This is an optimization exercise on Yosys and OpenROAD, whose aim is a short achievable clock period and few clock cycles per item, not a production implementation.
The RTL was checked by simulation tests, not by an equivalence proof against the original design.
The flow treats the clock pin as an ideal source. Dropping or thinning the clock tree relies on that and would not hold on a real chip.
No activity file was given, so power comes from the tool's default toggle rates.

## main
==> flow/design.v (excerpt) <==
module priority_command_queue_with_cancel (
  input  logic        clk,
  input  logic        rst_n,
  input  logic        in_tvalid,
  output logic        in_tready,
  input  logic [15:0] in_tdata,    
  output logic        out_tvalid,
  input  logic        out_tready,
  output logic [15:0] out_tdata,   
  input  logic        cfg_valid,
  output logic        cfg_ready,
  input  logic [0:0]  cfg_index,
  input  logic [3:0]  cfg_data
);
  localparam int NS = 32;
  localparam int NL = 8;
  localparam int OUT_LIMIT = 8;
  assign cfg_ready = 1'b1;
  logic       running_r;
  logic [7:0] npm_r;
  logic [7:0] npm_wr;
  always_comb begin
    for (int l = 0; l < NL; l++)
      npm_wr[l] = (l == 0) || (cfg_data > 4'(l));
  end
  always_ff @(posedge clk) begin
    if (!rst_n) begin
      running_r <= 1'b0;
      npm_r     <= 8'h01;
    end else if (cfg_valid) begin
      if (cfg_index == pcq_pkg::CFG_RUNNING) running_r <= cfg_data[0];
      else npm_r <= npm_wr;
    end
  end
  logic rst_q;
  always_ff @(posedge clk) rst_q <= !rst_n;
  logic                 in_rdy_r;
  logic [OUT_LIMIT-1:0] oth_r;
  logic                 out_v_r;
  logic                 fire_in, fire_out, o_up, o_dn;
  assign in_tready = in_rdy_r;
  assign fire_in   = in_tvalid && in_rdy_r;
  assign fire_out  = out_v_r && out_tready;
  assign o_up      = fire_in && !fire_out;
  assign o_dn      = fire_out && !fire_in;
  always_ff @(posedge clk) begin
    if (!rst_n) begin
      oth_r    <= '0;
      in_rdy_r <= 1'b1;
    end else begin
      if (o_up) oth_r <= {oth_r[OUT_LIMIT-2:0], 1'b1};
      else if (o_dn) oth_r <= {1'b0, oth_r[OUT_LIMIT-1:1]};
      in_rdy_r <= o_up ? !oth_r[OUT_LIMIT-2] : (o_dn || !oth_r[OUT_LIMIT-1]);
    end
  end
  logic        s1_v;
  logic [10:0] s1_d;
  logic [31:0] s1_idoh;                 
  always_ff @(posedge clk) begin
    s1_v <= fire_in && rst_n;
    s1_d <= in_tdata[10:0];
    for (int i = 0; i < NS; i++) s1_idoh[i] <= in_tdata[7:3] == 5'(i);
  end
  logic        acc;
  logic [10:0] in_d;
  logic [31:0] d_idoh;
  assign acc    = s1_v && rst_n;
  assign in_d   = s1_d;
  assign d_idoh = s1_idoh;
  logic        s2_v;
  ...
Size: ~7600 cells after synthesis, ~1900 flip-flops.
export LEC_CHECK = 0
export ABC_CLOCK_PERIOD_IN_PS = 2000
export CAP_MARGIN = 20
export CORE_MARGIN = 2
export CORE_UTILIZATION = 35
export PLACE_DENSITY = 0.5
export SETUP_SLACK_MARGIN = 4.5
export SLEW_MARGIN = 20
export TNS_END_PERCENT = 100
create_clock -name core_clock -period 7.0 [get_ports {clk}]
standard.sh (not shown) runs the stock make flow with config.mk's settings and CLKGATE_MAP_FILE= SYNTH_SCRIPT=/design/flow/synth_recipe.tcl, a recipe that flattens the netlist after the stock synthesis.
==> flow/flow/run.sh <==
#!/bin/bash
# Own layout flow: the standard ORFS flow (standard.sh), except that the clock tree is
# built by flow/pre_cts.tcl (two levels of clkbuf_16: four roots on the clock port, one leaf
# buffer per cluster of flip-flops) in place of TritonCTS, for a lower clock insertion delay.
# The make output goes to standard_flow.log; ORFS's per-step logs stay under orfs/logs.
set -euo pipefail
cd "$(dirname "$0")/.."
export PRE_CTS_TCL="$PWD/flow/pre_cts.tcl"
bash standard.sh > "$PWD/standard_flow.log" 2>&1
Other scripts of this flow, unchanged in this note and not shown: flow/flow/pre_cts.tcl
main ran to completion and came out clean on the timing, DRC and antenna checks.
Testbench counts of main, summed over its fixed seeds: cycles 12,032, items 12,000.
## Diff of input files: the feature branch against main
--- a/flow/design.v
+++ b/flow/design.v
@@ -108,23 +108,25 @@
     s2_pr  <= in_d[10:8];
     s2_idoh <= d_idoh;
     for (int l = 0; l < NL; l++) s2_proh[l] <= in_d[10:8] == 3'(l);
   end
   logic [31:0] q_r, c_r;
   logic [2:0]  lv_r  [NS];
+  logic [7:0]  lvoh_r [NS];   
   logic [31:0] bf_r  [NS];    
   logic [4:0]  rk_r  [NS];    
   logic [31:0] hd_r, r1_r;    
   logic [5:0]  cnt_r [NL];    
   logic [7:0]  inc_r, dec_r;  
+  logic [7:0]  incav_r;       
   logic [5:0]  cnt [NL];      
   logic [7:0]  ne_r;          
   logic [7:0]  av_r;          
   logic [7:0]  ne_eff, av_eff;
   assign ne_eff = ne_r | inc_r;
-  assign av_eff = av_r | (inc_r & npm_r);
+  assign av_eff = av_r | incav_r;
   logic       s2_qpre, x_rm;
   logic [7:0] s2_lvoh, x_proh;
   logic       qid;
   logic [2:0] lvid;
   always_comb begin
     qid  = (s2_qpre && !x_rm) || x_self;
@@ -160,13 +162,13 @@
     for (int l = 0; l < NL; l++) begin
       topoh[l] = avail[l];
       for (int k = l + 1; k < NL; k++)
         if (avail[k]) topoh[l] = 1'b0;
     end
     for (int i = 0; i < NS; i++)
-      toplv_hit[i] = s2_dis && found && lv_r[i] == toplv;
+      toplv_hit[i] = s2_dis && |(lvoh_r[i] & topoh);
     for (int i = 0; i < NS; i++)
       dsp_oh[i] = toplv_hit[i] && q_r[i] && hd_r[i];
   end
   logic        do_enq, do_can, do_dis;
   logic [31:0] enq_oh, rm_oh, memb;
   logic [7:0]  inc, dec, can_lv;
@@ -218,12 +220,13 @@
     s2_qpre  <= d_q;
     x_rm     <= (s2_can && same_id) || (do_dis && d_hq && d_lv == toplv);
   end
   always_ff @(posedge clk) begin
     for (int i = 0; i < NS; i++) begin
       if (enq_oh[i]) lv_r[i] <= s2_pr;
+      if (enq_oh[i]) lvoh_r[i] <= s2_proh;
       if (enq_oh[i]) begin
         rk_r[i] <= cnt_p[4:0];
         hd_r[i] <= !ne_p;
         r1_r[i] <= cnt1_p;
       end else if (rk_dec[i]) begin
         rk_r[i] <= rk_r[i] - 5'd1;
@@ -243,12 +246,13 @@
       q_r  <= '0;
       c_r  <= '0;
       ne_r <= '0;
       av_r <= '0;
       for (int l = 0; l < NL; l++) cnt_r[l] <= '0;
       inc_r <= '0;
+      incav_r <= '0;
       dec_r <= '0;
     end else begin
       for (int i = 0; i < NS; i++) begin
         if (enq_oh[i]) q_r[i] <= 1'b1;
         else if (rm_oh[i]) q_r[i] <= 1'b0;
         if (s2_ini && s2_idoh[i] && !q_r[i]) c_r[i] <= 1'b0;
@@ -257,12 +261,13 @@
       for (int l = 0; l < NL; l++) begin
         ne_r[l] <= ne_eff[l] && !(dec[l] && cnt1[l]);
         av_r[l] <= av_eff[l] && !(dec[l] && cnt1[l]);
         cnt_r[l] <= cnt[l];
       end
       inc_r <= inc;
+      incav_r <= inc & npm_r;
       dec_r <= dec;
       if (rst_n && cfg_valid && cfg_index == pcq_pkg::CFG_NUM_PRIO) av_r <= ne_eff & npm_wr;
     end
   end
   logic        s3_v;
   logic        s3_ini, s3_enq, s3_can, s3_dis, s3_run, s3_pok, s3_qid, s3_found;
Notes after the runs:
Note that the power recorded for main amounts to 0.884 times the value seen in the feature branch.
Worst setup slack after layout in the feature branch is 0.042 ns above main.
Looking only at proportion of synthesized chip area in sequential cells, and setting everything else aside, the higher value of the feature branch and main goes to the feature branch.
| final clock period utilization by the worst path | higher: main |
From main to the feature branch the numbers moved as follows: row count rose 9; worst vdd rail ir drop rose about 3%.
The feature branch ended up with q_r[19] as its timing startpoint of the critical path; main ended up with npm_r[2].
Cmp the feature branch and main / number of DRC violations after detailed-routing iteration 0 / lower: the feature branch
In the metrics for the feature branch and main, the one carrying the higher sequential share of layout area is the feature branch.
Compared to main, the feature branch has wire length of the first global-routing pass 44000 µm higher.
Testbench counts of the feature branch, summed over its fixed seeds: cycles 12,032, items 12,000.
In every run of this note, the design's own scripts or RTL, not TritonCTS, make the clock network.

## what the ideal ports hide
The flow's constraints put no driver on any port. The routed layouts listed below were extracted and timed again, unchanged, in two steps.
Step 1: set_driving_cell puts a clkbuf_16 on clk and a buf_2 on each other input, an assumption about the parent block.
Step 2, shift: input delay + t, output delay - t, t = (earliest + latest rising clock arrival at the registers) / 2. This alone moves slack from input paths to output paths.
Slacks: ideal ports / drivers / drivers and shift; pairs: ideal ports / drivers.
run	shift t [ns]	slack for setup (ns)	worst register clock-pin slew, ns
main	0.777	4.296 / 4.296 / 3.901	0.10 / 0.10
the feature branch	0.829	4.338 / 4.229 / 3.938	0.11 / 0.11
After both steps every run listed still meets setup and hold. For the feature branch, which loses most, drivers alone change the setup slack by -0.109 ns; drivers and shift together by -0.400 ns.
